What follows belongs to an exercise in optimizing a design on an open flow for small area and a short achievable clock period; a production flow would make more cautious choices.
Function was checked by simulation only, so behaviour that the tests miss may differ from the original.
No activity file was given, so power comes from the tool's default toggle rates.

==> flow/design.v <==
package mem_responder_pkg;
   localparam int WORD_W     = 16;
   localparam int DEF_LAT    = 2;
   localparam int DEF_ADDR_W = 8;
   localparam int RING_L     = 4;                   
   localparam int N_RING     = 2**DEF_ADDR_W / RING_L;
endpackage
module mem_responder_array (
   input  logic        clk,
   input  logic [7:0]  hi, lo,
   input  logic        wc,
   input  logic [7:0]  hi_nxt, lo_nxt,
   input  logic        rs1_nxt, rs3_nxt,
   input  logic        cln3,     
   input  logic [mem_responder_pkg::WORD_W-1:0] wdn,    
   output logic [mem_responder_pkg::WORD_W-1:0] rdata   
);
   localparam int W = mem_responder_pkg::WORD_W;
   localparam int N = mem_responder_pkg::N_RING;
   logic [W*N-1:0] r0, r1, r2, r3, r0_nxt;
   logic [N-1:0]   ia, ib;      
   logic [N-1:0]   s1, s3;      
   logic [W*16-1:0] l1;         
   genvar g, b, k;
   generate
      for (g = 0; g < N; g++) begin : ring
         wire wsel = wc & hi[g/8] & lo[g%8];
         assign ia[g] = wsel | ~cln3;
         assign ib[g] = ~wsel;
         wire sel_nxt = hi_nxt[g/8] & lo_nxt[g%8];
         always_ff @(posedge clk) begin
            s1[g] <= rs1_nxt & sel_nxt;
            s3[g] <= rs3_nxt & sel_nxt;
         end
      end
      for (b = 0; b < W; b++) begin : bt
         for (g = 0; g < N; g++) begin : ins
            mem_responder_ins u (
               .a(ia[g]), .r(r3[b*N + g]), .b(ib[g]), .w(wdn[b]), .y(r0_nxt[b*N + g])
            );
         end
         for (k = 0; k < 16; k++) begin : rd
            mem_responder_rd8 u (
               .s1(s1[4*k +: 4]), .d1(r1[b*N + 4*k +: 4]), .s3(s3[4*k +: 4]),
               .d3(r3[b*N + 4*k +: 4]), .y(l1[b*16 + k])
            );
         end
         mem_responder_or16 u_or (.a(l1[b*16 +: 16]), .y(rdata[b]));
      end
   endgenerate
   always_ff @(posedge clk) begin
      r0 <= r0_nxt;
      r1 <= r0;
      r2 <= r1;
      r3 <= r2;
   end
endmodule
module mem_responder_ins (
   input  logic a, r, b, w,
   output logic y
);
   assign y = ~((a | r) & (b | w));
endmodule
module mem_responder_rd8 (
   input  logic [3:0] s1, d1, s3, d3,
   output logic       y
);
   assign y = |((s1 & d1) | (s3 & d3));
endmodule
module mem_responder_or16 (
   input  logic [15:0] a,
   output logic        y
);
   assign y = |a;
endmodule
module mem_responder #(
   parameter int LAT    = mem_responder_pkg::DEF_LAT,
   parameter int ADDR_W = mem_responder_pkg::DEF_ADDR_W
) (
   input  logic              clk,
   input  logic              rst,
   input  logic              enable,
   input  logic              wr,
   input  logic [mem_responder_pkg::WORD_W-1:0] addr,
   input  logic [mem_responder_pkg::WORD_W-1:0] data_in,
   output logic [mem_responder_pkg::WORD_W-1:0] data_out,
   output logic              stall,
   output logic              done,
   output logic              err
);
   localparam int W = mem_responder_pkg::WORD_W;
   logic        b1, b2, dn;          
   logic        bz;                  
   logic        idl;                 
   logic        idle, accept;
   logic [1:0]  ph;                  
   logic [1:0]  p, p_nxt;            
   logic        cw;                  
   logic [7:0]  hi, lo;              
   logic [W-1:0] cdata;              
   logic        wpend, wpend_nxt;    
   logic        wc;                  
   logic        rd_nxt;              
   logic        rs1_nxt, rs3_nxt;    
   logic        wc_nxt;              
   logic [7:0]  hi_nxt, lo_nxt;
   logic        hit;                 
   logic [3:0]  cln;                 
   logic [3:0]  pol;                 
   logic        pol_in;              
   logic        ppol;                
   logic [W-1:0] wdn;
   logic [W-1:0] rdata, dreg;
   logic        rd_done;             
   assign idle   = idl;
   assign accept = enable & idle;
   assign stall  = bz | (enable & ~dn);
   always_ff @(posedge clk or negedge rst) begin
      if (!rst) begin
         b1 <= 1'b0;
         b2 <= 1'b0;
         bz <= 1'b0;
         dn <= 1'b0;
         idl <= 1'b1;
      end else begin
         b1 <= accept;
         b2 <= b1;
         bz <= accept | b1;
         dn <= b2;
         idl <= ~(accept | b1 | b2);
      end
   end
   assign rd_done = b2 & ~cw;
   always_comb begin
      p_nxt     = accept ? addr[2:1] + ph + 2'd1 : p + 2'd1;
      wpend_nxt = accept ? wr : (wpend & ~wc);
      rd_nxt    = accept ? ~wr : (b1 & ~cw);
      hi_nxt    = accept ? 8'd1 << addr[8:6] : hi;
      lo_nxt    = accept ? 8'd1 << addr[5:3] : lo;
      rs1_nxt   = rd_nxt & (p_nxt == 2'd1) & cln[0];
      rs3_nxt   = rd_nxt & (p_nxt == 2'd3) & cln[2];
      wc_nxt    = wpend_nxt & (p_nxt == 2'd3);
   end
   assign pol_in = cln[3] & ~pol[3];
   assign wdn    = ~cdata ^ {W{pol_in}};
   always_ff @(posedge clk or negedge rst) begin
      if (!rst) begin
         ph      <= 2'd0;
         p       <= 2'd0;
         cln     <= 4'd0;
         pol     <= 4'd0;
         ppol    <= 1'b0;
         wpend   <= 1'b0;
         wc      <= 1'b0;
         hit     <= 1'b0;
         data_out <= '0;
      end else begin
         ph      <= ph + 2'd1;
         p       <= p_nxt;
         cln     <= {cln[2:0], 1'b1};
         pol     <= {pol[2:0], pol_in};
         ppol    <= rd_nxt & ((p_nxt == 2'd1) & cln[0] & pol[0] | (p_nxt == 2'd3) & cln[2] & pol[2]);
         wpend   <= wpend_nxt;
         wc      <= wc_nxt;
         hit     <= rd_nxt & p_nxt[0];
         data_out <= rd_done ? ((rdata ^ {W{ppol}}) | (dreg & {W{~hit}})) : '0;
      end
   end
   always_ff @(posedge clk) begin
      if (accept) begin
         cw    <= wr;
         hi    <= hi_nxt;
         lo    <= lo_nxt;
         cdata <= data_in;
      end
   end
   mem_responder_array u_array (
      .clk   (clk),
      .hi    (hi),
      .lo    (lo),
      .wc    (wc),
      .hi_nxt  (hi_nxt),
      .lo_nxt  (lo_nxt),
      .rs1_nxt (rs1_nxt),
      .rs3_nxt (rs3_nxt),
      .cln3  (cln[3]),
      .wdn   (wdn),
      .rdata (rdata)
   );
   always_ff @(posedge clk) begin
      dreg <= (rdata ^ {W{ppol}}) | (dreg & {W{~hit}});
   end
   assign done     = dn;
   assign err      = 1'b0;
endmodule
clock: 6.0 ns
lec_check: 0
cap_margin: 20
core_margin: 2
core_utilization: 40
cts_cluster_diameter: 80
cts_cluster_size: 30
setup_slack_margin: 3.3
slew_margin: 20
synth_hierarchical: 1
run.sh (not shown) runs the stock make flow with config.mk's settings and CLKGATE_MAP_FILE= SYNTH_SCRIPT=/design/flow/synth_recipe.tcl, a recipe that flattens the netlist after the stock synthesis.
Edit:
--- a/flow/design.v
+++ b/flow/design.v
@@ -7,8 +7,7 @@
 endpackage
 module mem_responder_array (
    input  logic        clk,
-   input  logic [7:0]  hi, lo,
-   input  logic        wc,
+   input  logic [7:0]  hw, lw,
    input  logic [7:0]  hi_nxt, lo_nxt,
    input  logic        rs1_nxt, rs3_nxt,
    input  logic        cln3,     
@@ -24,7 +23,7 @@
    genvar g, b, k;
    generate
       for (g = 0; g < N; g++) begin : ring
-         wire wsel = wc & hi[g/8] & lo[g%8];
+         wire wsel = hw[g/8] & lw[g%8];
          assign ia[g] = wsel | ~cln3;
          assign ib[g] = ~wsel;
          wire sel_nxt = hi_nxt[g/8] & lo_nxt[g%8];
@@ -104,6 +103,7 @@
    logic        rs1_nxt, rs3_nxt;    
    logic        wc_nxt;              
    logic [7:0]  hi_nxt, lo_nxt;
+   logic [7:0]  hw, lw;              
    logic        hit;                 
    logic [3:0]  cln;                 
    logic [3:0]  pol;                 
@@ -152,6 +152,8 @@
          ppol    <= 1'b0;
          wpend   <= 1'b0;
          wc      <= 1'b0;
+         hw      <= 8'd0;
+         lw      <= 8'd0;
          hit     <= 1'b0;
          data_out <= '0;
       end else begin
@@ -162,6 +164,8 @@
          ppol    <= rd_nxt & ((p_nxt == 2'd1) & cln[0] & pol[0] | (p_nxt == 2'd3) & cln[2] & pol[2]);
          wpend   <= wpend_nxt;
          wc      <= wc_nxt;
+         hw      <= {8{wc_nxt}} & hi_nxt;
+         lw      <= {8{wc_nxt}} & lo_nxt;
          hit     <= rd_nxt & p_nxt[0];
          data_out <= rd_done ? ((rdata ^ {W{ppol}}) | (dreg & {W{~hit}})) : '0;
       end
@@ -176,9 +180,8 @@
    end
    mem_responder_array u_array (
       .clk   (clk),
-      .hi    (hi),
-      .lo    (lo),
-      .wc    (wc),
+      .hw    (hw),
+      .lw    (lw),
       .hi_nxt  (hi_nxt),
       .lo_nxt  (lo_nxt),
       .rs1_nxt (rs1_nxt),
Outcome: The new run completed without violations. Setup slack improved by 0.11 ns. Utilization is lower by 0.70 points. Wire length is lower by about 0.8%. Global-route usage is lower by 0.19 points. Cell area is lower by about 0.7%. Die area is higher by about 0.7%. Flip-flop and latch count is higher by 16. Synthesized cell count is higher by about 0.6%. Via count is lower by about 0.7%. Cell count is lower by 0.46%. Power is lower by about 8%. Fmax is higher by 4.0%. Clock power is about the same.

## afterwards: timing with drivers on the ports
In the flow no input, the clock included, has a driving cell. The finished layouts below were timed again as built, in two steps.
Step 1 assumes that a clkbuf_16 drives the clock port and a buf_2 every other input.
Step 2, shift: input delay + t, output delay - t, t = (earliest + latest rising clock arrival at the registers) / 2. This alone moves slack from input paths to output paths.
Slacks: no drivers / after step 1 / after step 2; pairs: no drivers / after step 1.
run | t, ns | setup WS [ns] | worst setup path after step 2 | clock arrival spread, ns | slew at the worst register clock pin (ns)
the first run | 0.968 | 3.104 / 3.104 / 2.404 | input to register | 0.039 / 0.038 | 0.11 / 0.11
the second run | 0.947 | 3.214 / 3.166 / 2.552 | input to register | 0.054 / 0.054 | 0.12 / 0.12
After both steps every run listed still meets setup and hold. The setup slack of the first run, which loses most, moves by 0.000 ns with the drivers and by -0.700 ns with both steps.
